From an optimization exercise on the open Yosys and OpenROAD flow, aimed at small area; shortcuts taken in it are not production practice. The RTL was checked by simulation tests, not by an equivalence proof against the original design. Power figures rest on the tool's default switching activity, not on a simulated workload.

--- flow/flow/run.sh ---
#!/bin/bash
# Own layout flow: the standard ORFS flow, with
#  - port buffers of the smallest buffer (buf_1) instead of clkdlybuf4s50_1,
#  - CTS with larger sink clusters and no dummy loads,
#  - every logic cell swapped to its smallest size after floorplan (repair
#    steps later size up what needs it).
# Each tool's log stays under orfs/logs; make's output goes to flow_make.log.
set -euo pipefail
here=$(pwd)
bash standard.sh finish \
  BUFFER_PORTS_ARGS="-buffer_cell sky130_fd_sc_hd__buf_1" \
  CTS_ARGS="-sink_clustering_enable -repair_clock_nets -buf_list sky130_fd_sc_hd__clkbuf_8 -sink_clustering_size 14 -sink_clustering_max_diameter 50 -dont_use_dummy_load" \
  POST_FLOORPLAN_TCL="$here/flow/downsize.tcl" \
  > "$here/flow_make.log" 2>&1
--- flow/flow/downsize.tcl ---
# Swap every logic cell for the smallest cell of its family (same function,
# same pins); later repair steps size up what timing, slew or load need.
# Flip-flops keep their synthesized cell.
set db [ord::get_db]
set dont_use [expr {[info exists ::env(DONT_USE_CELLS)] ? $::env(DONT_USE_CELLS) : ""}]
proc ds_pins {m} {
  set p {}
  foreach t [$m getMTerms] { lappend p [$t getName] }
  return [lsort $p]
}
array set fam {}
foreach lib [$db getLibs] {
  foreach m [$lib getMasters] {
    set n [$m getName]
    set skip 0
    foreach pat $dont_use { if {[string match $pat $n]} { set skip 1 } }
    if {$skip} continue
    if {[regexp {^(sky130_fd_sc_hd__[a-z0-9]+)_[0-9]+$} $n -> f]} { lappend fam($f) $m }
  }
}
set n_swap 0
set saved 0
foreach inst [[[$db getChip] getBlock] getInsts] {
  set m [$inst getMaster]
  set n [$m getName]
  if {[regexp {__(df|edf|sdf|dl|tap|fill|decap|conb|clk)} $n]} continue
  if {![regexp {^(sky130_fd_sc_hd__[a-z0-9]+)_[0-9]+$} $n -> f]} continue
  if {![info exists fam($f)]} continue
  set best $m
  set ba [expr {[$m getWidth] * [$m getHeight]}]
  set pins [ds_pins $m]
  foreach c $fam($f) {
    set a [expr {[$c getWidth] * [$c getHeight]}]
    if {$a < $ba && [ds_pins $c] eq $pins} { set best $c; set ba $a }
  }
  if {$best ne $m} {
    set saved [expr {$saved + [$m getWidth] * [$m getHeight] - $ba}]
    replace_cell [$inst getName] [$best getName]
    incr n_swap
  }
}
puts "downsize: swapped $n_swap cells, [expr {$saved / 1e6}] um2 less"
--- flow/standard.sh ---
#!/bin/bash
# synth_recipe.tcl (not shown) runs the flow's synth.tcl, then flattens the netlist and writes it again
# the make line also repeats each setting of config.mk as NAME=value (left out here)
make -C /OpenROAD-flow-scripts/flow DESIGN_CONFIG=/design/flow/config.mk WORK_HOME=/design/flow/orfs CLKGATE_MAP_FILE= SYNTH_SCRIPT=/design/flow/synth_recipe.tcl "${@:-finish}"
--- flow/config.mk ---
export PLATFORM = sky130hd
export DESIGN_NAME = aplic_regctl_top
export DESIGN_NICKNAME = aplic_regctl_top
export VERILOG_FILES = /design/flow/design.v
export SDC_FILE = /design/flow/constraint.sdc
export NUM_CORES = 4
export LEC_CHECK = 0
export CAP_MARGIN = 5
export CORE_MARGIN = 2
export CORE_UTILIZATION = 75
export CTS_BUF_LIST = sky130_fd_sc_hd__clkbuf_8
export CTS_CLUSTER_DIAMETER = 50
export CTS_CLUSTER_SIZE = 14
export SETUP_SLACK_MARGIN = 0
export SLEW_MARGIN = 5
export SYNTH_HIERARCHICAL = 1
export SYNTH_MINIMUM_KEEP_SIZE = 0
--- flow/constraint.sdc ---
create_clock -name core_clock -period 10.0 [get_ports {i_clk}]
set_input_delay 2.0000 -clock core_clock [delete_from_list [all_inputs] [get_ports {i_clk}]]
set_output_delay 2.0000 -clock core_clock [all_outputs]
set_load 0.01 [all_outputs]
--- flow/design.v ---
`timescale 1ns/100ps
module aplic_rd_g3 (
  input  logic [2:0] i_s,
  input  logic [2:0] i_t,
  output logic       o_n
);
  assign o_n = ~|(i_s & i_t);
endmodule
module aplic_rd_bit (
  input  logic [30:0] i_s,
  input  logic [30:0] i_t,
  input  logic        i_x,
  output logic        o_q
);
  logic [10:0] n;
  for (genvar g = 0; g < 10; g++) begin : g_g3
    aplic_rd_g3 u_g3 (.i_s(i_s[3*g+2:3*g]), .i_t(i_t[3*g+2:3*g]), .o_n(n[g]));
  end
  assign n[10] = ~((i_s[30] & i_t[30]) | i_x);
  aplic_rd_or11 u_or (.i_n(n), .o_q(o_q));
endmodule
module aplic_rd_or11 (
  input  logic [10:0] i_n,
  output logic        o_q
);
  assign o_q = ~&i_n;
endmodule
`timescale 1ns/100ps
module aplic_src_slice (
  input  logic       i_owner,
  input  logic [2:0] i_mode,
  input  logic       i_ip,
  input  logic       i_en,
  input  logic       i_vld,
  input  logic       i_dom,
  input  logic       i_hh,        
  input  logic       i_hl,        
  input  logic       i_rd_tgt,
  input  logic       i_rd_src,
  input  logic       i_wr_tgt,
  input  logic       i_wr_src,
  input  logic       i_wd,        
  input  logic       i_wword,     
  input  logic       i_nh,        
  input  logic       i_p_wset,    
  input  logic       i_p_set,     
  input  logic       i_p_clr,     
  input  logic       i_e_wset,
  input  logic       i_e_set,
  input  logic       i_e_clr,
  input  logic       i_p_rd, i_e_rd,
  output logic       o_owner_we,
  output logic       o_mode_we,
  output logic       o_ip,
  output logic       o_en,
  output logic       o_twe,
  output logic       o_act,
  output logic       o_ts,
  output logic       o_ms,
  output logic       o_ds,
  output logic       o_x
);
  logic hit, own;
  logic k;
  assign hit   = i_hh & i_hl;
  assign own   = i_owner ~^ i_dom;
  assign o_act = |i_mode;
  assign o_owner_we = i_wr_src & hit & ~i_dom;
  assign o_mode_we  = i_wr_src & hit & (~i_dom | i_owner);
  assign k      = own & ((i_wword & i_wd) | i_nh);
  aplic_ix_bit u_ip (.i_q(i_ip), .i_act(o_act), .i_own(own), .i_k(k),
                     .i_wset(i_p_wset), .i_set(i_p_set), .i_clr(i_p_clr), .o_d(o_ip));
  aplic_ix_bit u_en (.i_q(i_en), .i_act(o_act), .i_own(own), .i_k(k),
                     .i_wset(i_e_wset), .i_set(i_e_set), .i_clr(i_e_clr), .o_d(o_en));
  assign o_twe = i_wr_tgt & hit & o_act & own;
  assign o_ts = i_rd_tgt & hit & own & i_vld;
  assign o_ms = i_rd_src & hit & own;
  assign o_ds = i_rd_src & hit & ~i_dom;
  assign o_x  = own & ((i_p_rd & i_ip) | (i_e_rd & i_en));
endmodule
`timescale 1ns/100ps
module aplic_ix_bit (
  input  logic i_q,      
  input  logic i_act,    
  input  logic i_own,    
  input  logic i_k,      
  input  logic i_wset,   
  input  logic i_set,    
  input  logic i_clr,    
  output logic o_d
);
  assign o_d = i_act & ((i_k & i_set) | (i_q & ~(i_own & i_wset) & ~(i_k & i_clr)));
endmodule
`timescale 1ns/100ps
module aplic_regctl_top (
  input  logic        i_clk,
  input  logic        ni_rst,
  input  logic        i_acc_en,
  input  logic        i_acc_we,
  input  logic [0:0]  i_acc_dom,
  input  logic [15:0] i_acc_addr,
  input  logic [31:0] i_acc_wdata,
  output logic [31:0] o_acc_rdata,
  output logic [31:0] o_setip,
  output logic [31:0] o_setie,
  output logic [31:0] o_active,
  output logic [31:0] o_intp_domain,
  output logic [1:0]  o_domaincfg_ie,
  output logic [1:0]  o_domaincfg_dm
);
  logic        dom;
  logic [15:0] a;
  logic [31:0] wd;
  logic        rd, wr;
  logic        a_dom, a_src, a_tgt;
  logic        a_blk, a_word, a_num, num_hi0;
  logic        a_setip, a_inclrip, a_setie, a_clrie;
  logic        a_setipnum, a_clripnum, a_setienum, a_clrienum;
  logic [7:0]  hh;
  logic [3:0]  hl;
  logic [31:1] nh;
  assign dom = i_acc_dom[0];
  assign a   = i_acc_addr;
  assign wd  = i_acc_wdata;
  assign rd  = i_acc_en & ~i_acc_we;
  assign wr  = i_acc_en & i_acc_we;
  assign a_dom = (a == 16'h0000);
  assign a_src = (a[15:7] == 9'h000) & (a[1:0] == 2'b00);
  assign a_tgt = (a[15:7] == 9'h060) & (a[1:0] == 2'b00);
  assign a_blk  = (a[15:10] == 6'b000111);
  assign a_word = a_blk & (a[7:0] == 8'h00);
  assign a_num  = a_blk & (a[7:0] == 8'hDC);
  assign a_setip    = a_word & (a[9:8] == 2'd0);
  assign a_inclrip  = a_word & (a[9:8] == 2'd1);
  assign a_setie    = a_word & (a[9:8] == 2'd2);
  assign a_clrie    = a_word & (a[9:8] == 2'd3);
  assign a_setipnum = a_num  & (a[9:8] == 2'd0);
  assign a_clripnum = a_num  & (a[9:8] == 2'd1);
  assign a_setienum = a_num  & (a[9:8] == 2'd2);
  assign a_clrienum = a_num  & (a[9:8] == 2'd3);
  assign num_hi0 = (wd[31:5] == 27'd0);
  always_comb begin
    for (int j = 0; j < 8; j++) hh[j] = (a[6:4] == 3'(j));
    for (int k = 0; k < 4; k++) hl[k] = (a[3:2] == 2'(k));
    for (int i = 1; i < 32; i++) nh[i] = wr & a_num & num_hi0 & (wd[4:0] == 5'(i));
  end
  logic [1:0]        ie_q, dm_q;
  logic [31:1]       owner_q;
  logic [31:1][2:0]  mode_q;
  logic [31:1]       ip_q, en_q;
  logic [31:1]       vld_q;
  logic [30:0]       tgt_q [31:1];
  logic [31:1]       owner_we, mode_we, ip_d, en_d, twe, act, ts, ms, ds, xs;
  always_ff @(posedge i_clk or negedge ni_rst) begin
    if (!ni_rst) begin
      ie_q <= '0;
      dm_q <= '0;
    end else if (wr & a_dom) begin
      ie_q[dom] <= wd[8];
      dm_q[dom] <= wd[2];
    end
  end
  logic [2:0] wmode;
  logic       rd_tgt, rd_src, wr_tgt, wr_src;
  logic       wword, p_wset, p_set, p_clr, e_wset, e_set, e_clr;
  logic       p_rd, e_rd;
  assign wmode  = (wd[10] | (wd[2:1] == 2'b01)) ? 3'd0 : wd[2:0];
  assign rd_tgt = rd & a_tgt;
  assign rd_src = rd & a_src;
  assign wr_tgt = wr & a_tgt;
  assign wr_src = wr & a_src;
  assign wword  = wr & a_word;
  assign p_wset = wr & a_setip;
  assign p_set  = (a[9:8] == 2'd0);
  assign p_clr  = (a[9:8] == 2'd1);
  assign e_wset = wr & a_setie;
  assign e_set  = (a[9:8] == 2'd2);
  assign e_clr  = (a[9:8] == 2'd3);
  assign p_rd   = rd & a_setip;
  assign e_rd   = rd & a_setie;
  for (genvar i = 1; i < 32; i++) begin : g_src
    aplic_src_slice u_slice (
      .i_owner  (owner_q[i]),
      .i_mode   (mode_q[i]),
      .i_ip     (ip_q[i]),
      .i_en     (en_q[i]),
      .i_vld    (vld_q[i]),
      .i_dom    (dom),
      .i_hh     (hh[i/4]),
      .i_hl     (hl[i%4]),
      .i_rd_tgt (rd_tgt),
      .i_rd_src (rd_src),
      .i_wr_tgt (wr_tgt),
      .i_wr_src (wr_src),
      .i_wd     (wd[i]),
      .i_nh     (nh[i]),
      .i_wword  (wword),
      .i_p_wset (p_wset),
      .i_p_set  (p_set),
      .i_p_clr  (p_clr),
      .i_e_wset (e_wset),
      .i_e_set  (e_set),
      .i_e_clr  (e_clr),
      .i_p_rd   (p_rd),
      .i_e_rd   (e_rd),
      .o_owner_we (owner_we[i]),
      .o_mode_we  (mode_we[i]),
      .o_ip     (ip_d[i]),
      .o_en     (en_d[i]),
      .o_twe    (twe[i]),
      .o_act    (act[i]),
      .o_ts     (ts[i]),
      .o_ms     (ms[i]),
      .o_ds     (ds[i]),
      .o_x      (xs[i])
    );
  end
  always_ff @(posedge i_clk or negedge ni_rst) begin
    if (!ni_rst) begin
      ip_q    <= '0;
      en_q    <= '0;
      vld_q   <= '0;
    end else begin
      ip_q    <= ip_d;
      en_q    <= en_d;
      vld_q   <= vld_q | twe;
    end
  end
  for (genvar i = 1; i < 32; i++) begin : g_cfg
    always_ff @(posedge i_clk or negedge ni_rst) begin
      if (!ni_rst) begin
        owner_q[i] <= 1'b0;
      end else if (owner_we[i]) begin
        owner_q[i] <= wd[10];
      end
    end
    always_ff @(posedge i_clk or negedge ni_rst) begin
      if (!ni_rst) begin
        mode_q[i] <= 3'd0;
      end else if (mode_we[i]) begin
        mode_q[i] <= wmode;
      end
    end
  end
  logic        wdm;
  logic [31:0] wl;
  logic [30:0] wl_s;
  assign wdm = dom ? dm_q[1] : dm_q[0];
  always_comb begin
    wl = wd;
    if (!wdm) begin
      wl[17:8] = '0;
      if (wd[7:0] == 8'd0) wl[0] = 1'b1;
    end else begin
      wl[11] = 1'b0;
    end
  end
  assign wl_s = {wl[31:12], wl[10:0]};
  for (genvar i = 1; i < 32; i++) begin : g_tgt
    always_ff @(posedge i_clk) begin
      if (twe[i]) begin
        tgt_q[i] <= wl_s;
      end
    end
  end
  logic [31:0] x;
  logic [30:0] t_rd;
  logic [2:0]  m_rd;
  logic        d_rd;
  always_comb begin
    x = {xs, 1'b0};
    x[31] = x[31] | (rd & a_dom);
    x[8]  = x[8]  | (rd & a_dom & (dom ? ie_q[1] : ie_q[0]));
    x[2]  = x[2]  | (rd & a_dom & wdm) | m_rd[2];
    x[1]  = x[1]  | m_rd[1];
    x[0]  = m_rd[0];
    x[10] = x[10] | d_rd;
  end
  for (genvar b = 0; b < 31; b++) begin : g_trd
    localparam int W = (b < 11) ? b : b + 1;
    logic [30:0] col;
    for (genvar i = 1; i < 32; i++) begin : g_col
      assign col[i-1] = tgt_q[i][b];
    end
    aplic_rd_bit u_bit (.i_s(ts), .i_t(col), .i_x(x[W]), .o_q(t_rd[b]));
  end
  for (genvar b = 0; b < 3; b++) begin : g_mrd
    logic [30:0] col;
    for (genvar i = 1; i < 32; i++) begin : g_col
      assign col[i-1] = mode_q[i][b];
    end
    aplic_rd_bit u_bit (.i_s(ms), .i_t(col), .i_x(1'b0), .o_q(m_rd[b]));
  end
  aplic_rd_bit u_drd (.i_s(ds), .i_t(owner_q), .i_x(1'b0), .o_q(d_rd));
  assign o_acc_rdata = {t_rd[30:11], x[11], t_rd[10:0]};
  assign o_setip        = {ip_q, 1'b0};
  assign o_setie        = {en_q, 1'b0};
  assign o_active       = {act, 1'b0};
  assign o_intp_domain  = {owner_q, 1'b0};
  assign o_domaincfg_ie = ie_q;
  assign o_domaincfg_dm = dm_q;
endmodule
==> flow_summary_export.csv, run 1 <==
group,metric,value,unit
yosys,yosysSeqAreaShare,74.2,%
critical_path,rrSetupSlack,7.49,ns
floorplan,initial_core_util,75.5,%
drt,dr.pass1.iters,10,
critical_path,r2r_start,"owner_q[20]",
global_routing,grtUsageTotal,44.3,%
sta,hold_violations,0,
clock_network,cts_max_level,3,
yosys,yosysWarnings,8,
cells_and_area,drive_above_1_share,12.8,%
yosys,synth_edf_count,961,
clock_network,cts_buffers,106,
sta,setup-tns-final,0,ns
yosys,ys_types,47,
cells_and_area,area_growth,7.65,%
yosys,synthCells,2771,
yosys,synth_area_leaders,"edfxtp_1 (62%), dfrtp_1 (12%), a222oi_1 (7.6%)",
critical_path,crit_chain,"buf_2 > buf_12 > ha_1 > and3_1 > and2_1 > a222oi_1 > nand4_1 > or3_1 > or2_2 > a21oi_1 > nand3_1 > or3_1 > buf_1",
pwr,pwr-share-clk,30.4,%
global_routing,overflow,0,
clock_network,postCtsHoldBufs,0,
sta,fin_crit_sh,77.2,%
pwr,cellPowerDensity,158,nW/um2
sta,fin_crit,7.72,ns
floorplan,coreArea,61400,um2
floorplan,num_rows,91,
sta,worst_slew_pin_slew,1.40,ns
worst_hold_path,min_to,"vld_q[2]",
critical_path,crit_top_cell,"or3_1",
critical_path,cp-start-kind,"input pin",
yosys,synth_area,46300,um2
yosys,synth_top_area_share,62.3,%
worst_hold_path,hold_path_class,"flop to flop",
cells_and_area,mostFrequentLayoutCell,"edfxtp_1",
drt,detail_route.wl_per_cell,35.9,um
sta,slew_viol_final,0,
pwr,p_switching,1.62,mW
worst_hold_path,hold-path-cell-count,1,
yosys,synth-seq-cells,1182,
pwr,power_frac_seq,67.1,%
pwr,p_leak,18.8,nW
cells_and_area,final_core_util,81.3,%
yosys,synthFlopType,"edfxtp_1",
floorplan,ioPinCount,217,
clock_network,clk_latency,0.74,ns
critical_path,critPathArrivalTime,5.72,ns
clock_network,cts-root-buf,"clkbuf_8",
floorplan,dieWidth,253,um
pwr,swShare,20.5,%
clock_network,cts_resized,0,
pwr,peakVddDrop,0.120,mV
global_routing,antenna_found_initial,9,
cells_and_area,fin_nets,3230,
clock_network,cts_tree,"done",
yosys,synthArstFlopShare,18.7,%
sta,setup_viol,0,
cells_and_area,layout_common_cells,"edfxtp_1 (961), a222oi_1 (350), dfrtp_1 (221)",
critical_path,required,8.00,ns
global_routing,first_global_vias,30700,
global_routing,grt_pass1_wl,201,mm
critical_path,reg2reg_depth,4,
sta,skew,0.0837,ns
worst_hold_path,worstHoldStart,"vld_q[2]",
drt,route.detailed.drc,0,
clock_network,post-cts-setup-buffer-count,0,
floorplan,fp.dieH,253,um
yosys,synth.avg_cell_area,16.7,um2
clock_network,cts_sinks,1182,
yosys,yosysTopAreaCell,"edfxtp_1",
cells_and_area,stdcell_area,49900,um2
clock_network,cts_buffer_depth,3,
critical_path,cp_slowest_cell,"a222oi_1",
sta,rsz0062_at_grt,"no",
pwr,combPwrFrac,2.4,%
drt,drt_iter0_markers,7000,
sta,fmax,0.130,GHz
job,maxCapViolCount,0,
pwr,internal-power,6.27,mW
floorplan,die-area,63800,um2
sta,worst_hold_slack,0.457,ns
global_routing,grt_max_degree,98,
drt,drt-total-wl,142,mm
drt,drtAntennaViolNets,0,
drt,vias_per_cell,8.08,
place,io_buffers,212,
critical_path,r2r-end,"tgt_q[20][0]",
sta,slew_headroom,6.59,%
clock_network,clk_pin_slew,0.05,ns
place,gp_congestion,0.970,
place,hpwlAfterDp,84.5,mm
place,placed_cell_area,48400,um2
drt,dr_total_vias,31800,
critical_path,path_max_fanout,97,
critical_path,critPathKind,"input pin to output pin",
run_status,status,"complete, no violations",
critical_path,endpoint_kind,"output pin",
critical_path,crit_path_max_incr_delay,0.45,ns
-- Yosys stat by module (local to each module, per instance) --
module            flops+latches  times used  cell area [um2]
aplic_rd_bit                  0          35             8.76
aplic_src_slice               0          31              100
aplic_regctl_top           1182           1            37100
aplic_ix_bit                  0          62             23.8
aplic_rd_g3                   0         350             10.0
aplic_rd_or11                 0          35             23.8
-- metrics by stage --
step	worst slack (ns)	cells	total power [mW]
floorplan	2.72	2778	5.46
global placement	2.51	3827	5.58
detailed placement	2.40	3827	5.59
CTS	2.40	3933	7.86
global route	2.16	3936	8.04
finish	2.28	3939	7.89
-- power by group through the flow --
stage | sequential [mW] | clock [mW] | combinational (mW)
floorplan | 5.41 | 0 | 0.0505
global placement | 5.41 | 0 | 0.173
detailed placement | 5.41 | 0 | 0.180
CTS | 5.30 | 2.39 | 0.181
global route | 5.30 | 2.54 | 0.198
finish | 5.30 | 2.40 | 0.192
-- per-layer routing --
| metal | part of all wire, % | vias to the layer above | wire, um | track usage (%) |
|---|---|---|---|---|
| li1 | - | 12500 | - | - |
| met1 | 33 | 15300 | 46400 | 61.3 |
| met2 | 44 | 3443 | 62100 | 64.9 |
| met3 | 17 | 550 | 24400 | 13.3 |
| met4 | 6.1 | 2 | 8640 | 23.2 |
| met5 | 0.0099 | - | 14 | 0 |
-- cells in the mapped netlist (2+ instances only) --
cell type,number
clkbuf_1,25
and4b_1,32
dfrtp_1,221
a22oi_1,31
nand3_1,81
nor3b_1,4
or3_4,31
a21oi_2,35
and3b_1,2
and2_1,34
mux2_4,2
nand2_1,146
or3_1,35
edfxtp_1,961
nor4_1,38
buf_4,5
a41o_1,63
mux2i_1,2
mux2_2,126
nor3_1,7
a222oi_1,350
nor2b_1,77
inv_1,36
nand4_1,75
and3_1,159
nor2_1,78
buf_1,3
ha_1,31
a21oi_1,31
or2_2,33
-- flip-flops by register name, summed over array words and instances, names as in the netlist, named ones only --
name	count
mode_q	93
ip_q	31
en_q	31
owner_q	31
vld_q	31
tgt_q	961
-- how the worst max path moves through the flow --
stage                       start              to  slack (ns)
finish               i_acc_dom[0]  o_acc_rdata[1]        2.28
global route        i_acc_addr[9]  o_acc_rdata[1]        2.16
CTS                 i_acc_addr[8]  o_acc_rdata[1]        2.40
detailed placement  i_acc_addr[8]  o_acc_rdata[1]        2.40
global placement     i_acc_dom[0]  o_acc_rdata[1]        2.51
floorplan           i_acc_addr[3]  o_acc_rdata[2]        2.72
-- critical path: cells and delay by family --
kind	cells	cell delay, ns
AO/OA/AOI/OAI	2	0.61
adder cells (fa/ha/maj)	1	0.37
AND/OR/NAND/NOR	7	2.04
buffers and inverters	3	0.60
-- cell families after synthesis --
| logic type | count (synthesis) | synth area share, % |
|---|---|---|
| flops | 1182 | 74.2 |
| simple gates | 844 | 10.7 |
| compound gates | 513 | 10.5 |
| mux | 130 | 3.17 |
| buf+inv | 70 | 0.610 |
| fa+ha+maj | 31 | 0.837 |
| other cells | 1 | 0.00810 |
-- cell type report --
type                       count  area, um2
inverter                      36        135
clock buffer                 106       1460
multi-input combinational   1526      11400
sequential                  1182      34400
antenna                        5       12.5
tap                          790        988
timing repair buffer         294       1440
fill                        3161      11500
==> inputs of run 2 (changes only) <==
--- a/flow/flow/run.sh
+++ b/flow/flow/run.sh
@@ -11,3 +11,3 @@
   BUFFER_PORTS_ARGS="-buffer_cell sky130_fd_sc_hd__buf_1" \
-  CTS_ARGS="-sink_clustering_enable -repair_clock_nets -buf_list sky130_fd_sc_hd__clkbuf_8 -sink_clustering_size 14 -sink_clustering_max_diameter 50 -dont_use_dummy_load" \
+  CTS_ARGS="-sink_clustering_enable -repair_clock_nets -buf_list sky130_fd_sc_hd__clkbuf_8 -sink_clustering_size 15 -sink_clustering_max_diameter 70 -dont_use_dummy_load" \
   POST_FLOORPLAN_TCL="$here/flow/downsize.tcl" \
--- a/flow/flow/downsize.tcl
+++ b/flow/flow/downsize.tcl
@@ -3,2 +3,3 @@
 # Flip-flops keep their synthesized cell.
+remove_buffers
 set db [ord::get_db]
--- a/flow/config.mk
+++ b/flow/config.mk
@@ -11,4 +11,5 @@
 export CTS_BUF_LIST = sky130_fd_sc_hd__clkbuf_8
-export CTS_CLUSTER_DIAMETER = 50
-export CTS_CLUSTER_SIZE = 14
+export CTS_CLUSTER_DIAMETER = 70
+export CTS_CLUSTER_SIZE = 15
+export GPL_TIMING_DRIVEN = 0
 export SETUP_SLACK_MARGIN = 0
==> flow_summary_export.csv, run 2 <==
group,metric,value,unit
clock_network,cts_sinks,1182,
yosys,synth.avg_cell_area,16.7,um2
sta,slew_headroom,15.3,%
drt,dr_total_vias,31100,
clock_network,cts_buffers,89,
clock_network,postCtsHoldBufs,0,
clock_network,clk_pin_slew,0.09,ns
clock_network,cts_tree,"done",
yosys,yosysWarnings,8,
cells_and_area,drive_above_1_share,13.8,%
run_status,status,"complete, no violations",
clock_network,cts_buffer_depth,3,
global_routing,use_met2,62.1,%
yosys,synthFlopType,"edfxtp_1",
clock_network,clk_latency,0.73,ns
global_routing,busiest_layer,"met2",
critical_path,r2r-end,"tgt_q[10][22]",
place,gp_congestion,0.942,
critical_path,path_max_fanout,52,
place,dpl.cell_count,3812,
global_routing,grt_max_degree,53,
yosys,yosysSeqAreaShare,74.2,%
critical_path,endpoint_kind,"output pin",
floorplan,ioPinCount,217,
yosys,synth.most_common_cell,"edfxtp_1",
global_routing,first_global_vias,30000,
cells_and_area,final_core_util,82.1,%
place,io_buffers,212,
pwr,peakVddDrop,0.109,mV
critical_path,rrSetupSlack,7.62,ns
floorplan,dieWidth,253,um
critical_path,cp-startpoint,"i_acc_dom[0]",
yosys,synth_area,46300,um2
yosys,synth_area_leaders,"edfxtp_1 (62%), dfrtp_1 (12%), a222oi_1 (7.6%)",
pwr,p_leak,18.9,nW
sta,hold_violations,0,
place,placed_cell_area,49100,um2
yosys,synthTopCellsByCount,"edfxtp_1 (961), a222oi_1 (350), dfrtp_1 (221)",
drt,detail_route.wl_per_cell,34.5,um
floorplan,num_rows,91,
place,hpwlAfterDp,85.4,mm
cells_and_area,fin_nets,3198,
sta,fin_crit_sh,82.2,%
yosys,synth_edf_count,961,
sta,slew_viol_final,0,
sta,fin_crit,8.22,ns
critical_path,r2r_start,"owner_q[10]",
global_routing,overflow,0,
global_routing,grtUsageTotal,42.3,%
sta,worst_slew_pin_slew,1.27,ns
drt,route.detailed.drc,0,
cells_and_area,largest_reg_flops,961,
floorplan,coreArea,61400,um2
yosys,synth_top_area_share,62.3,%
cells_and_area,area_growth,8.71,%
global_routing,globalRouteMet3Util,12.1,%
job,maxCapViolCount,0,
drt,drt-total-wl,135,mm
drt,drt_iter0_markers,6585,
cells_and_area,mostFrequentLayoutCell,"edfxtp_1",
critical_path,endpoint,"o_acc_rdata[2]",
clock_network,cts_resized,0,
sta,rsz0062_at_grt,"no",
clock_network,post-cts-setup-buffer-count,0,
sta,setup_slack,1.78,ns
cells_and_area,reg_top3,"tgt_q: 961 flops, mode_q: 93 flops",
sta,setup_viol,0,
sta,fmax,0.122,GHz
cells_and_area,stdcell_area,50400,um2
floorplan,fp.dieH,253,um
sta,skew,0.0712,ns
yosys,synthCells,2771,
sta,worst_hold_slack,0.464,ns
yosys,yosysTopAreaCell,"edfxtp_1",
critical_path,reg2reg_depth,4,
cells_and_area,regArea,34400,um2
clock_network,cts-root-buf,"clkbuf_8",
critical_path,critPathArrivalTime,6.22,ns
cells_and_area,multi_input_area,11500,um2
place,dp_slack,2.00,ns
drt,vias_per_cell,7.95,
global_routing,grt_pass1_wl,193,mm
drt,drtAntennaViolNets,0,
worst_hold_path,hold_path_class,"flop to flop",
pwr,cellPowerDensity,152,nW/um2
global_routing,met1_usage,58.4,%
global_routing,antenna_found_initial,4,
cells_and_area,fin_cells,3905,
cells_and_area,nFillCells,3128,
critical_path,required,8.00,ns
critical_path,cp-start-kind,"input pin",
clock_network,cts_max_level,3,
drt,dr.pass1.iters,10,
critical_path,critPathKind,"input pin to output pin",
yosys,synth-seq-cells,1182,
floorplan,die-area,63800,um2
cells_and_area,regMostFlops,"tgt_q",
yosys,ys_types,47,
sta,setup-tns-final,0,ns
pwr,fin_total_pwr,7.68,mW
yosys,synthArstFlopShare,18.7,%
cells_and_area,layout_common_cells,"edfxtp_1 (961), a222oi_1 (350), dfrtp_1 (221)",
floorplan,initial_core_util,75.5,%
run 2: modules after synthesis (local to each module, per instance):
module | area (um2) | times used
aplic_regctl_top | 37100 | 1
aplic_src_slice | 100 | 31
aplic_ix_bit | 23.8 | 62
aplic_rd_or11 | 23.8 | 35
aplic_rd_g3 | 10.0 | 350
aplic_rd_bit | 8.76 | 35
run 2: layout make-up:
cell class	instances	area share, %
Clock buffer	89	2.43
Antenna cell	3	0.0149
Sequential cell	1182	68.3
Inverter	36	0.268
Tap cell	790	1.96
Multi-Input combinational cell	1526	22.9
Timing Repair Buffer	279	4.13
run 2: logic make-up (layout without fill, tap and decap cells):
family          after synthesis  in the layout  synth area share (%)
simple gates                844            844                  10.7
compound gates              513            513                  10.5
mux                         130            130                  3.17
other cells                   1             11               0.00810
buf+inv                      70            404                 0.610
flops                      1182           1182                  74.2
fa+ha+maj                    31             31                 0.837
run 2: routing by layer:
| layer | share of wire, % | routed length, um |
|---|---|---|
| met5 | 0.024 | 32 |
| met4 | 6.2 | 8330 |
| met1 | 33 | 44700 |
| met3 | 16 | 22200 |
| met2 | 44 | 59500 |
run 2: worst min-delay path by stage:
stage	cells past startpoint	endpoint	from	slack, ns
floorplan	1	vld_q[10]	vld_q[10]	0.43
global placement	1	vld_q[21]	vld_q[21]	0.44
detailed placement	1	vld_q[14]	vld_q[14]	0.44
CTS	1	vld_q[14]	vld_q[14]	0.47
global route	1	vld_q[27]	vld_q[27]	0.48
finish	1	vld_q[14]	vld_q[14]	0.46
run 2: power by group:
| part | internal [mW] | leakage, nW | switching, mW |
|---|---|---|---|
| sequential | 5.30 | 12.5 | 0.0000287 |
| clock | 0.796 | 0.640 | 1.40 |
| combinational | 0.0353 | 5.76 | 0.152 |
| total | 6.13 | 18.9 | 1.55 |
run 2: critical path, cell delays in order:
cell	delay (ns)
buf_2	0.66
buf_12	0.32
ha_1	0.39
and3_1	0.29
and2_1	0.21
a222oi_1	0.37
nand4_1	0.27
or3_1	0.42
nor2_1	0.09
o21ai_0	0.19
a21oi_1	0.20
nand3_1	0.11
or3_1	0.45
buf_1	0.18
==> inputs of run 3 (changes only) <==
--- a/flow/flow/downsize.tcl
+++ b/flow/flow/downsize.tcl
@@ -3,3 +3,2 @@
 # Flip-flops keep their synthesized cell.
-remove_buffers
 set db [ord::get_db]
--- a/flow/config.mk
+++ b/flow/config.mk
@@ -13,3 +13,2 @@
 export CTS_CLUSTER_SIZE = 15
-export GPL_TIMING_DRIVEN = 0
 export SETUP_SLACK_MARGIN = 0
==> flow_summary_export.csv, run 3 <==
group,metric,value,unit
run_status,status,"complete, no violations",
floorplan,initial_core_util,75.5,%
cells_and_area,fin_nets,3214,
clock_network,cts_sinks,1182,
sta,fmax,0.129,GHz
clock_network,clk_latency,0.74,ns
cells_and_area,mostFrequentLayoutCell,"edfxtp_1",
critical_path,critPathArrivalTime,5.77,ns
sta,fin_crit,7.77,ns
pwr,cellPowerDensity,155,nW/um2
pwr,internal-power,6.13,mW
yosys,synth_edf_count,961,
critical_path,required,8.00,ns
clock_network,cts_tree,"done",
cells_and_area,largest_reg_flops,961,
clock_network,cts_buffer_depth,3,
sta,fin_crit_sh,77.7,%
clock_network,cts_max_level,3,
global_routing,overflow,0,
drt,drt_iter0_markers,6805,
clock_network,cts_buffers,89,
yosys,synth.avg_cell_area,16.7,um2
critical_path,path_max_fanout,19,
place,gp_congestion,0.970,
worst_hold_path,worstHoldStart,"vld_q[4]",
clock_network,postCtsHoldBufs,0,
yosys,yosysSeqAreaShare,74.2,%
floorplan,num_rows,91,
floorplan,dieWidth,253,um
yosys,synth_top_area_share,62.3,%
drt,route.detailed.drc,0,
pwr,p_switching,1.58,mW
sta,slew_viol_final,0,
drt,detail_route.wl_per_cell,36.0,um
clock_network,post-cts-setup-buffer-count,0,
critical_path,endpoint_kind,"output pin",
job,maxCapViolCount,0,
critical_path,cp-start-kind,"input pin",
clock_network,cts-root-buf,"clkbuf_8",
pwr,combPwrFrac,2.5,%
floorplan,fp.dieH,253,um
yosys,synth_area_leaders,"edfxtp_1 (62%), dfrtp_1 (12%), a222oi_1 (7.6%)",
critical_path,r2r_start,"owner_q[20]",
sta,slew_headroom,8.13,%
yosys,synthTopCellsByCount,"edfxtp_1 (961), a222oi_1 (350), dfrtp_1 (221)",
drt,drt-total-wl,141,mm
pwr,pwr-share-clk,28.8,%
clock_network,clk_pin_slew,0.07,ns
critical_path,critPathKind,"input pin to output pin",
cells_and_area,drive_above_1_share,12.3,%
pwr,power_frac_seq,68.7,%
sta,rsz0062_at_grt,"no",
yosys,yosysWarnings,8,
critical_path,rrSetupSlack,7.45,ns
cells_and_area,regMostFlops,"tgt_q",
yosys,ys_types,47,
place,io_buffers,212,
yosys,synthFlopType,"edfxtp_1",
global_routing,grt_pass1_wl,201,mm
worst_hold_path,hold_path_class,"flop to flop",
sta,setup-tns-final,0,ns
floorplan,ioPinCount,217,
yosys,synthCells,2771,
drt,dr.pass1.iters,15,
yosys,synth_area,46300,um2
yosys,yosysTopAreaCell,"edfxtp_1",
global_routing,grt_max_degree,98,
sta,worst_slew_pin_slew,1.37,ns
sta,hold_violations,0,
clock_network,cts_resized,0,
global_routing,grtUsageTotal,44.3,%
sta,skew,0.0493,ns
global_routing,antenna_found_initial,6,
place,hpwlAfterDp,84.5,mm
cells_and_area,layout_common_cells,"edfxtp_1 (961), a222oi_1 (350), dfrtp_1 (221)",
global_routing,first_global_vias,30600,
cells_and_area,final_core_util,80.9,%
cells_and_area,area_growth,7.16,%
critical_path,cp-startpoint,"i_acc_addr[15]",
drt,vias_per_cell,8.03,
floorplan,coreArea,61400,um2
pwr,swShare,20.5,%
yosys,synth-seq-cells,1182,
drt,drtAntennaViolNets,0,
yosys,synthArstFlopShare,18.7,%
pwr,peakVddDrop,0.103,mV
floorplan,die-area,63800,um2
pwr,p_leak,18.7,nW
drt,dr_total_vias,31500,
cells_and_area,reg_top3,"tgt_q: 961 flops, mode_q: 93 flops",
sta,setup_viol,0,
yosys,synth.most_common_cell,"edfxtp_1",
[run 3: power by group through the flow]
stage	Combinational, mW	Sequential [mW]	Clock, mW
final	0.192	5.30	2.22
after global routing	0.199	5.30	2.35
after CTS	0.180	5.30	2.20
after detailed placement	0.180	5.41	0
after global placement	0.173	5.41	0
after floorplan	0.0505	5.41	0
[run 3: area by class of cell]
class / instances / area, um2
multi-input cells: 1526 / 11400
clock buffers: 89 / 1220
flip-flops and latches: 1182 / 34400
fillers: 3179 / 11700
diodes: 2 / 5.00
well taps: 790 / 988
repair buffers: 295 / 1450
inverters: 36 / 135
[run 3: path summary, 6_finish.rpt]
kind | to | depth (start not counted)
worst max-delay path | o_acc_rdata[12] | 12
min in group asynchronous | mode_q[45] | 1
worst min register to register | vld_q[4] | 1
worst min-delay path | vld_q[4] | 1
worst max register to register | tgt_q[20][3] | 4
max in group asynchronous | en_q[7] | 2
[run 3: metal layers]
metal,up-vias,part of all wire (%),track usage [%]
li1,12500,-,-
met1,15200,32,60.1
met2,3294,44,64.5
met3,520,17,15.0
met4,6,6.2,23.5
met5,-,0.030,0
[run 3: critical path, stage by stage]
cell,delay [ns]
buf_1,0.08
nor3b_1,0.27
and4b_1,0.32
nand4_1,0.17
nor3_2,1.06
buf_4,0.48
a22oi_1,0.14
nor2b_1,0.65
a21oi_1,0.14
nand3_1,0.12
or3_1,0.11
buf_1,0.17
[run 3: per-stage QoR]
stage	hold slack, ns	instances	setup WS (ns)	area (um2)	total power, mW
floorplan	0.428	2778	2.72	46300	5.46
detailed placement	0.443	3827	2.40	48400	5.59
CTS	0.464	3916	2.40	49600	7.68
global placement	0.440	3827	2.51	48400	5.58
finish	0.464	3920	2.23	49600	7.70
global route	0.479	3920	2.19	49600	7.85
[run 3: kinds of logic (layout without fill, tap and decap cells)]
group           after synthesis  count (layout)  synth area share [%]
simple gates                844             844                  10.7
other cells                   1              10               0.00810
buf+inv                      70             420                 0.610
compound gates              513             513                  10.5
mux                         130             130                  3.17
fa+ha+maj                    31              31                 0.837
flops                      1182            1182                  74.2
[run 3: per-module statistics from Yosys, one instance, submodules excluded]
module,area (um2),copies in the design,cells inside
aplic_src_slice,100,31,15
aplic_regctl_top,37100,1,1533
aplic_rd_g3,10.0,350,1
aplic_ix_bit,23.8,62,4
aplic_rd_or11,23.8,35,4
aplic_rd_bit,8.76,35,1

-- afterwards: timing with drivers on the ports --
The results above use ideal ports. As a check the final layouts listed here were re-extracted and re-timed, cells and wires unchanged. Step 1 sets driving cells, clkbuf_16 on the clock port and buf_2 on the other inputs (assumed; they add their load-dependent delay and slew). Step 2 also shifts input and output timing later by t, the mid clock arrival at the registers, as if the neighbouring blocks saw the same clock. Three values: no drivers, after step 1, after step 2; two values: the first two.
run	t (ns)	setup slack, ns	hold slack, ns	worst setup path at the end	latest minus earliest clock arrival (ns)
run 1	0.774	2.285 / 2.265 / 2.265	0.457 / 0.457 / 0.457	input to output	0.099 / 0.099
run 2	0.760	1.777 / 1.754 / 1.754	0.464 / 0.464 / 0.464	input to output	0.071 / 0.072
run 3	0.772	2.231 / 2.211 / 2.211	0.464 / 0.464 / 0.464	input to output	0.070 / 0.069
After both steps every run listed still meets setup and hold. The setup slack of run 2, which loses most, moves by -0.023 ns with the drivers and by -0.023 ns with both steps.
